This design comes from an exercise in tuning for small area and a short achievable clock period on the open sky130 flow, not from production work. The RTL was checked by simulation tests, not by an equivalence proof against the original design. The clock input has no modelled driver; a real chip could not lean on it and would need a root buffer or a full tree. Power is estimated from default activity; no workload was simulated.

## old
// adc_capture_top
module adc_capture_top
(
   input  logic        user_clk_out,
   input  logic        sys_rst_n,
   input  logic        adc_valid_i,
   input  adc_capture_pkg::adc_sample_t adc_i_i,
   input  adc_capture_pkg::adc_sample_t adc_q_i,
   input  logic        reg_wr_i,
   input  logic        reg_rd_i,
   input  adc_capture_pkg::reg_addr_t   reg_addr_i,
   input  adc_capture_pkg::reg_data_t   reg_wdata_i,
   output adc_capture_pkg::reg_data_t   reg_rdata_o,
   output logic        reg_rvalid_o,
   output logic        out_valid_o,
   output adc_capture_pkg::data_word_t  out_data_o,
   output logic        out_channel_o
);
clock: 5.0 ns
lec_check: 0
cap_margin: 20
core_margin: 2
core_utilization: 40
setup_slack_margin: 3.0
slew_margin: 20
standard.sh (not shown) runs the stock make flow with config.mk's settings and CLKGATE_MAP_FILE= SYNTH_SCRIPT=/design/flow/synth_recipe.tcl, a recipe that flattens the netlist after the stock synthesis.
==> flow/flow/run.sh <==
#!/bin/bash
# Own layout flow: the standard flow (standard synthesis unchanged), with
# plain buffers on the ports instead of the delay cells buffer_ports picks,
# a clock tree with larger sink clusters and no dummy loads, and the clock
# port driving the tree's first branch buffers directly (post_cts.tcl).
set -euo pipefail
export BUFFER_PORTS_ARGS="-buffer_cell sky130_fd_sc_hd__buf_2"
export CTS_ARGS="-sink_clustering_enable -repair_clock_nets -sink_clustering_size 25 -sink_clustering_max_diameter 100 -dont_use_dummy_load"
export POST_CTS_TCL="$(pwd)/flow/post_cts.tcl"
bash standard.sh finish > standard.log 2>&1
==> flow/flow/post_cts.tcl <==
set root [get_cells -quiet clkbuf_0_user_clk_out]
if {[llength $root] == 1} {
  set loads [get_pins -of_objects [get_nets -of_objects [get_pins clkbuf_0_user_clk_out/X]] -filter "direction == input"]
  puts "root buffer loads: [llength $loads]"
  if {[llength $loads] <= 4} {
    remove_buffers $root
    estimate_parasitics -placement
    repair_timing_helper
    detailed_placement
    check_placement -verbose
  }
}
### old -> new
- SETUP_SLACK_MARGIN now 3.1, was 3.0
diff --git a/flow/flow/run.sh b/flow/flow/run.sh
--- a/flow/flow/run.sh
+++ b/flow/flow/run.sh
@@ -7 +7 @@
-export BUFFER_PORTS_ARGS="-buffer_cell sky130_fd_sc_hd__buf_2"
+export BUFFER_PORTS_ARGS="-buffer_cell sky130_fd_sc_hd__buf_4"
--- outcome ---
new: done, clean on timing, DRC and antenna
Fraction of met1 tracks used by global routing: lower on old
Comparing new and old, the lower final hold slack is on new.
The run with more routed wire is new, not old.
Total power draw in new vs old: up 4.5%
new: non-clock buffer count higher than old
new ends up with a multi-input combinational cell area that is about 9% higher than in old.
new -> old: proportion of synthesized chip area in sequential cells delta 0, exact match
new ended up with dfrtp_2 as its master of the slowest instance on the critical path; old ended up with dfrtp_1.
In new the first-iteration DRC count turned out 1476 higher than in old.
Vias per cell grows by a few percent when moving from old to new.
Switching component of the power (old / new): 0.927
Higher leakage power total among new and old: new

---

alpha:
Another version of the RTL of adc_capture_top (not shown whole).
Size: about 1200 flip-flops, roughly 45000 sq um of cells after synthesis.
Design adc_capture_top, start of the top module:
module adc_capture_top
(
   input  logic        user_clk_out,
   input  logic        sys_rst_n,
   input  logic        adc_valid_i,
   input  adc_capture_pkg::adc_sample_t adc_i_i,
   input  adc_capture_pkg::adc_sample_t adc_q_i,
   input  logic        reg_wr_i,
   input  logic        reg_rd_i,
   input  adc_capture_pkg::reg_addr_t   reg_addr_i,
   input  adc_capture_pkg::reg_data_t   reg_wdata_i,
   output adc_capture_pkg::reg_data_t   reg_rdata_o,
   output logic        reg_rvalid_o,
   output logic        out_valid_o,
   output adc_capture_pkg::data_word_t  out_data_o,
   output logic        out_channel_o
);
==> flow/config.mk <==
export PLATFORM = sky130hd
export DESIGN_NAME = adc_capture_top
export DESIGN_NICKNAME = adc_capture_top
export VERILOG_FILES = /design/flow/design.v
export SDC_FILE = /design/flow/constraint.sdc
export NUM_CORES = 4
export LEC_CHECK = 0
export CAP_MARGIN = 20
export CORE_MARGIN = 2
export CORE_UTILIZATION = 40
export SETUP_SLACK_MARGIN = 2.6
export SLEW_MARGIN = 20
==> flow/constraint.sdc <==
create_clock -name core_clock -period 5.0 [get_ports {user_clk_out}]
set_input_delay 1.0000 -clock core_clock [delete_from_list [all_inputs] [get_ports {user_clk_out}]]
set_output_delay 1.0000 -clock core_clock [all_outputs]
set_load 0.01 [all_outputs]
run.sh (not shown) runs the stock make flow with config.mk's settings and CLKGATE_MAP_FILE= SYNTH_SCRIPT=/design/flow/synth_recipe.tcl, a recipe that flattens the netlist after the stock synthesis.
Stock flow here: none of the scripts above is used.
Input-level comparison between beta and alpha:
Settings: CTS_CLUSTER_DIAMETER now 100, previously not set; CTS_CLUSTER_SIZE now 20, previously not set.
## What came out
beta ends up with a final core utilization that is 1.8 points lower than in alpha. Summary of beta over alpha: global-route usage over all layers now smaller, initial antenna violation count lost 3. Status: distinct cell type count after synthesis parity (beta, alpha). Compared with alpha, the router placed fewer vias in beta. alpha → beta: final routed wirelength across all metal layers moved down; part of the power in combinational logic picked up an extra 1.7 points. Against alpha, beta comes in 0.03 ns higher on clock transition at the registers of the reported paths. beta ran to completion and came out clean on the timing, DRC and antenna checks.
Setup changes, beta to gamma
Settings: CTS_CLUSTER_SIZE: 20 -> unset; SETUP_SLACK_MARGIN: 2.6 -> 2.9; CTS_CLUSTER_DIAMETER: 100 -> unset.
==> flow/flow/run.sh (new file) <==
#!/bin/bash
# Own layout flow: the standard flow (standard synthesis unchanged), with
# plain buffers on the ports instead of the delay cells buffer_ports picks,
# a clock tree with larger sink clusters and no dummy loads, and the clock
# port driving the tree's first branch buffers directly (post_cts.tcl).
set -euo pipefail
export BUFFER_PORTS_ARGS="-buffer_cell sky130_fd_sc_hd__buf_4"
export CTS_ARGS="-sink_clustering_enable -repair_clock_nets -sink_clustering_size 30 -sink_clustering_max_diameter 100 -dont_use_dummy_load"
export POST_CTS_TCL="$(pwd)/flow/post_cts.tcl"
bash standard.sh finish > standard.log 2>&1
==> flow/flow/post_cts.tcl (new file) <==
set root [get_cells -quiet clkbuf_0_user_clk_out]
if {[llength $root] == 1} {
  set loads [get_pins -of_objects [get_nets -of_objects [get_pins clkbuf_0_user_clk_out/X]] -filter "direction == input"]
  puts "root buffer loads: [llength $loads]"
  if {[llength $loads] <= 4} {
    remove_buffers $root
    estimate_parasitics -placement
    repair_timing_helper
    detailed_placement
    check_placement -verbose
  }
}
==> flow/standard.sh (new file) <==
#!/bin/bash
# synth_recipe.tcl (not shown) runs the flow's synth.tcl, then flattens the netlist and writes it again
# the make line also repeats each setting of config.mk as NAME=value (left out here)
make -C /OpenROAD-flow-scripts/flow DESIGN_CONFIG=/design/flow/config.mk WORK_HOME=/design/flow/orfs CLKGATE_MAP_FILE= SYNTH_SCRIPT=/design/flow/synth_recipe.tcl "${@:-finish}"
removed: flow/run.sh
### Flow results
- Looking at number of clock buffers in the layout across gamma and beta, the one that comes out higher is beta.
- gamma against beta; sum of met3 wire segment lengths after detailed routing is down slightly.
- On post-placement cell count, gamma and beta are neck and neck.
- In the flow results for gamma and beta, the synthesis-to-finish area growth is smaller on beta.
- Combinational power of gamma exceeds that of beta by a little under 10%.
- Looking at gamma and beta, the total routing usage reported by global routing is a wash.

[static timing again, ports no longer ideal]
The results above use ideal ports. As a check the final layouts listed here were re-extracted and re-timed, cells and wires unchanged. Step 1 assumes that a clkbuf_16 drives the clock port and a buf_2 every other input. Step 2 moves the port delays by t, midway between the first and last clock arrival at a register: inputs arrive t later, outputs are due t later. That takes back most of the time a late clock gives input paths. Slacks: ideal / step 1 / step 2; pairs: ideal / step 1.
run | shift t [ns] | setup WS [ns] | worst slew at a driven data input, ns
old | 0.599 | 2.921 / 2.774 / 2.423 | 0.14
new | 0.597 | 2.840 / 2.779 / 2.475 | 0.18
alpha | 0.766 | 2.635 / 2.565 / 2.029 | 0.10
beta | 0.722 | 2.634 / 2.566 / 2.039 | 0.10
gamma | 0.576 | 2.827 / 2.751 / 2.413 | 0.12
After both steps setup and hold are still met in every run listed. The setup slack of alpha, which loses most, moves by -0.070 ns with the drivers and by -0.606 ns with both steps.
